This design comes from an exercise in tuning for small area, a short achievable clock period and few clock cycles per item on the open sky130 flow, not from production work. Function was checked by simulation only, so behaviour that the tests miss may differ from the original. Power and IR drop assume default switching activity.

// mlp_coproc
module mlp_coproc (
	input  logic        ACLK,
	input  logic        ARESETN,
	input  logic        s_axis_tvalid,
	input  logic [31:0] s_axis_tdata,
	output logic        s_axis_tready,
	output logic        m_axis_tvalid,
	output logic [31:0] m_axis_tdata,
	output logic        m_axis_tlast,
	input  logic        m_axis_tready
);
==> flow/config.mk <==
export PLATFORM = sky130hd
export DESIGN_NAME = mlp_coproc
export DESIGN_NICKNAME = mlp_coproc
export VERILOG_FILES = /design/flow/design.v
export SDC_FILE = /design/flow/constraint.sdc
export NUM_CORES = 4
export LEC_CHECK = 0
export ABC_CLOCK_PERIOD_IN_PS = 3500
export CAP_MARGIN = 20
export CORE_MARGIN = 2
export CORE_UTILIZATION = 40
export CTS_CLUSTER_DIAMETER = 80
export CTS_CLUSTER_SIZE = 25
export SLEW_MARGIN = 20
==> flow/constraint.sdc <==
create_clock -name core_clock -period 11.0 [get_ports {ACLK}]
set_input_delay 2.2000 -clock core_clock [delete_from_list [all_inputs] [get_ports {ACLK}]]
set_output_delay 2.2000 -clock core_clock [all_outputs]
set_load 0.01 [all_outputs]
standard.sh (not shown) runs the stock make flow with config.mk's settings and CLKGATE_MAP_FILE= SYNTH_SCRIPT=/design/flow/synth_recipe.tcl, a recipe that flattens the netlist after the stock synthesis.
==> flow/flow/run.sh <==
#!/bin/bash
set -euo pipefail
SETUP_MARGIN=7.2
bash standard.sh SETUP_SLACK_MARGIN=$SETUP_MARGIN finish > flow_standard.log 2>&1
The starting point finished with timing, DRC and antenna clean.
Testbench counts at the start, summed over its fixed seeds: cycles 18,584, frames 32.
==> next run, changes <==
==> flow/run.sh (new file) <==
#!/bin/bash
# synth_recipe.tcl (not shown) runs the flow's synth.tcl, then flattens the netlist and writes it again
# the make line also repeats each setting of config.mk as NAME=value (left out here)
make -C /OpenROAD-flow-scripts/flow DESIGN_CONFIG=/design/flow/config.mk WORK_HOME=/design/flow/orfs CLKGATE_MAP_FILE= SYNTH_SCRIPT=/design/flow/synth_recipe.tcl finish
- CTS_CLUSTER_DIAMETER: 80 -> unset
- CTS_CLUSTER_SIZE: 25 -> unset
- SETUP_SLACK_MARGIN: unset -> 5
removed: flow/flow/run.sh
removed: flow/standard.sh
Critical path depth went down by 2.
Wire length is higher by 3.6%.
Setup slack gets worse by 1000 ps.
Total power grows by 20%.
Flip-flop and latch count is unchanged.
Clock-buffer cell count rises by 334.
Register-to-register slack gets worse by 1000 ps.
Clock power is higher by about 60%.
Final cell count goes up by 4.0%.
Via count went up by about 3.7%.
==> next run, changes <==
- CTS_CLUSTER_DIAMETER: unset -> 80
- CTS_CLUSTER_SIZE: unset -> 25
After rerunning: Global-route usage shrinks by 0.49 points; first-iteration DRC count rose by 8.0%; cell area is lower by about 6%; via count came out lower by 3.7%; setup slack degrades by 20 ps; sequential cell count stays the same; utilization went down by 2.7 points; cell count came out lower by about 4.3%; hold slack is better by 35 ps; power went down by 17%; routed wire length falls by about 4%.

========
v6:
mlp_coproc, a different RTL version from the one above (not shown whole).
For scale: ~5900 cells after synthesis, ~4200 flip-flops, ~71 I/O pins, about 98000 um2 of cells after synthesis.
## mlp_coproc
module mlp_coproc (
	input  logic        ACLK,
	input  logic        ARESETN,
	input  logic        s_axis_tvalid,
	input  logic [31:0] s_axis_tdata,
	output logic        s_axis_tready,
	output logic        m_axis_tvalid,
	output logic [31:0] m_axis_tdata,
	output logic        m_axis_tlast,
	input  logic        m_axis_tready
);
==> flow/config.mk <==
export PLATFORM = sky130hd
export DESIGN_NAME = mlp_coproc
export DESIGN_NICKNAME = mlp_coproc
export VERILOG_FILES = /design/flow/design.v
export SDC_FILE = /design/flow/constraint.sdc
export NUM_CORES = 4
export LEC_CHECK = 0
export ABC_CLOCK_PERIOD_IN_PS = 3500
export CAP_MARGIN = 20
export CORE_MARGIN = 2
export CORE_UTILIZATION = 70
export CTS_CLUSTER_DIAMETER = 80
export CTS_CLUSTER_SIZE = 25
export SLEW_MARGIN = 20
==> flow/constraint.sdc <==
create_clock -name core_clock -period 11.0 [get_ports {ACLK}]
set_input_delay 2.2000 -clock core_clock [delete_from_list [all_inputs] [get_ports {ACLK}]]
set_output_delay 2.2000 -clock core_clock [all_outputs]
set_load 0.01 [all_outputs]
==> flow/flow/run.sh <==
#!/bin/bash
set -euo pipefail
SETUP_MARGIN=7.6
bash standard.sh SETUP_SLACK_MARGIN=$SETUP_MARGIN "BUFFER_PORTS_ARGS=-buffer_cell sky130_fd_sc_hd__buf_4" finish > flow_standard.log 2>&1
Testbench counts of v6, summed over its fixed seeds: cycles 18,592, frames 32.
diff inputs: v6 => v7
Settings: a change of CORE_UTILIZATION from 70 to 65.
Results
v7 against v6: die outline height +about 3.7%, initial antenna violation count -5, count of plain and timing-repair buffers -5, worst setup slack +15 ps, number of filler instances in the final layout +1965. Taking v7 over v6, the die area ratio works out to 1.08.

========
mlp_coproc, a different RTL version from the one above (not shown whole).
Size in the first run: roughly 6000 cells after synthesis, about 4200 flip-flops, roughly 71 I/O pins.
// mlp_coproc
module mlp_coproc (
	input  logic        ACLK,
	input  logic        ARESETN,
	input  logic        s_axis_tvalid,
	input  logic [31:0] s_axis_tdata,
	output logic        s_axis_tready,
	output logic        m_axis_tvalid,
	output logic [31:0] m_axis_tdata,
	output logic        m_axis_tlast,
	input  logic        m_axis_tready
);
clock: 11.0 ns
lec_check: 0
abc_clock_period_in_ps: 3500
cap_margin: 20
core_margin: 2
core_utilization: 40
cts_cluster_diameter: 80
cts_cluster_size: 25
slew_margin: 20
==> flow/flow/run.sh <==
#!/bin/bash
set -euo pipefail
SETUP_MARGIN=7.5
bash standard.sh SETUP_SLACK_MARGIN=$SETUP_MARGIN "BUFFER_PORTS_ARGS=-buffer_cell sky130_fd_sc_hd__buf_4" MATCH_CELL_FOOTPRINT=0 finish > flow_standard.log 2>&1
The first run completed without violations.
Testbench counts at the start, summed over its fixed seeds: cycles 18,592, frames 32.
Next try:
==> flow/flow/run.sh (replaced) <==
#!/bin/bash
set -euo pipefail
SETUP_MARGIN=7.5
bash standard.sh SETUP_SLACK_MARGIN=$SETUP_MARGIN "BUFFER_PORTS_ARGS=-buffer_cell sky130_fd_sc_hd__buf_4" finish > flow_standard.log 2>&1
Settings changed: CORE_UTILIZATION 40 to 65.
The new run passed the timing, DRC and antenna checks.
Cell count fell by 14%.
Wire length shrinks by 0.80%.
First-iteration DRC count drops by 15%.
Next try:
Settings changed: CORE_UTILIZATION 65 to 40.
Sequential share of layout area shrinks by 1.4 points.
Worst setup slack gets worse by 11 ps.
Combinational power is higher by a few percent.
Routed wire length climbs slightly.
Total power goes up slightly.
Die area is higher by well over a third.
Final area is higher slightly.
Final cell count rose by about a fifth.

========
mlp_coproc, a different RTL version from the one above (not shown whole).
For scale: roughly 5900 cells after synthesis, about 4200 flip-flops, about 71 I/O pins.
Design mlp_coproc, start of the top module:
module mlp_coproc (
	input  logic        ACLK,
	input  logic        ARESETN,
	input  logic        s_axis_tvalid,
	input  logic [31:0] s_axis_tdata,
	output logic        s_axis_tready,
	output logic        m_axis_tvalid,
	output logic [31:0] m_axis_tdata,
	output logic        m_axis_tlast,
	input  logic        m_axis_tready
);
Settings: LEC_CHECK=0, ABC_CLOCK_PERIOD_IN_PS=3500, CAP_MARGIN=20, CORE_MARGIN=2, CORE_UTILIZATION=60, CTS_CLUSTER_DIAMETER=60, CTS_CLUSTER_SIZE=20, SLEW_MARGIN=20; clock period 11.0 ns.
==> flow/flow/run.sh <==
#!/bin/bash
set -euo pipefail
SETUP_MARGIN=7.6
bash standard.sh SETUP_SLACK_MARGIN=$SETUP_MARGIN "BUFFER_PORTS_ARGS=-buffer_cell sky130_fd_sc_hd__buf_4" finish > flow_standard.log 2>&1
The first run went through all stages and came out clean.
Testbench counts at the start, summed over its fixed seeds: cycles 18,592, frames 32.
Then changed:
--- a/flow/config.mk
+++ b/flow/config.mk
@@ -11,3 +11,3 @@
-export CORE_UTILIZATION = 60
-export CTS_CLUSTER_DIAMETER = 60
-export CTS_CLUSTER_SIZE = 20
+export CORE_UTILIZATION = 65
+export CTS_CLUSTER_DIAMETER = 80
+export CTS_CLUSTER_SIZE = 25
What happened:
- worst hold slack barely changes
- worst setup slack is better by 0.0073 ns
- critical path depth stays the same

[separate check: timing with driven ports]
Ports are ideal in the flow. The routed layouts listed here were re-timed in OpenROAD.
Step 1 sets driving cells, clkbuf_16 on the clock port and buf_2 on the other inputs (assumed; they add their load-dependent delay and slew).
Step 2 times the ports against the registers' clock, not the clock port: input delays grow and output delays shrink by t, the midpoint of the rising clock arrivals with the driver on.
Three values: ideal, step 1, step 2; two values: the first two.
run	shift t [ns]	setup WS [ns]	clock arrival spread, ns	slew at the worst register clock pin (ns)	pins driven straight from the clock port
the first run of note 1	0.909	7.225 / 7.225 / 6.525	0.077 / 0.078	0.10 / 0.10	1
the second run of note 1	0.977	6.227 / 6.227 / 6.227	0.087 / 0.086	0.07 / 0.07	1
the third run of note 1	0.911	6.207 / 6.207 / 6.207	0.060 / 0.061	0.10 / 0.10	1
v6	0.889	7.528 / 7.451 / 7.310	0.050 / 0.050	0.11 / 0.11	1
v7	0.863	7.542 / 7.466 / 7.357	0.046 / 0.045	0.10 / 0.10	1
the first run of note 3	0.896	7.397 / 7.315 / 6.789	0.127 / 0.127	0.10 / 0.10	1
the second run of note 3	0.902	7.411 / 7.331 / 6.875	0.049 / 0.050	0.10 / 0.10	1
the third run of note 3	0.897	7.400 / 7.318 / 6.789	0.127 / 0.127	0.10 / 0.10	1
the first run of note 4	0.898	7.521 / 7.449 / 7.276	0.044 / 0.044	0.08 / 0.08	1
the second run of note 4	0.863	7.529 / 7.455 / 7.324	0.047 / 0.047	0.10 / 0.10	1
After both steps setup and hold are still met in every run listed. For the first run of note 1, which loses most, drivers alone change the setup slack by 0.000 ns; drivers and shift together by -0.700 ns.
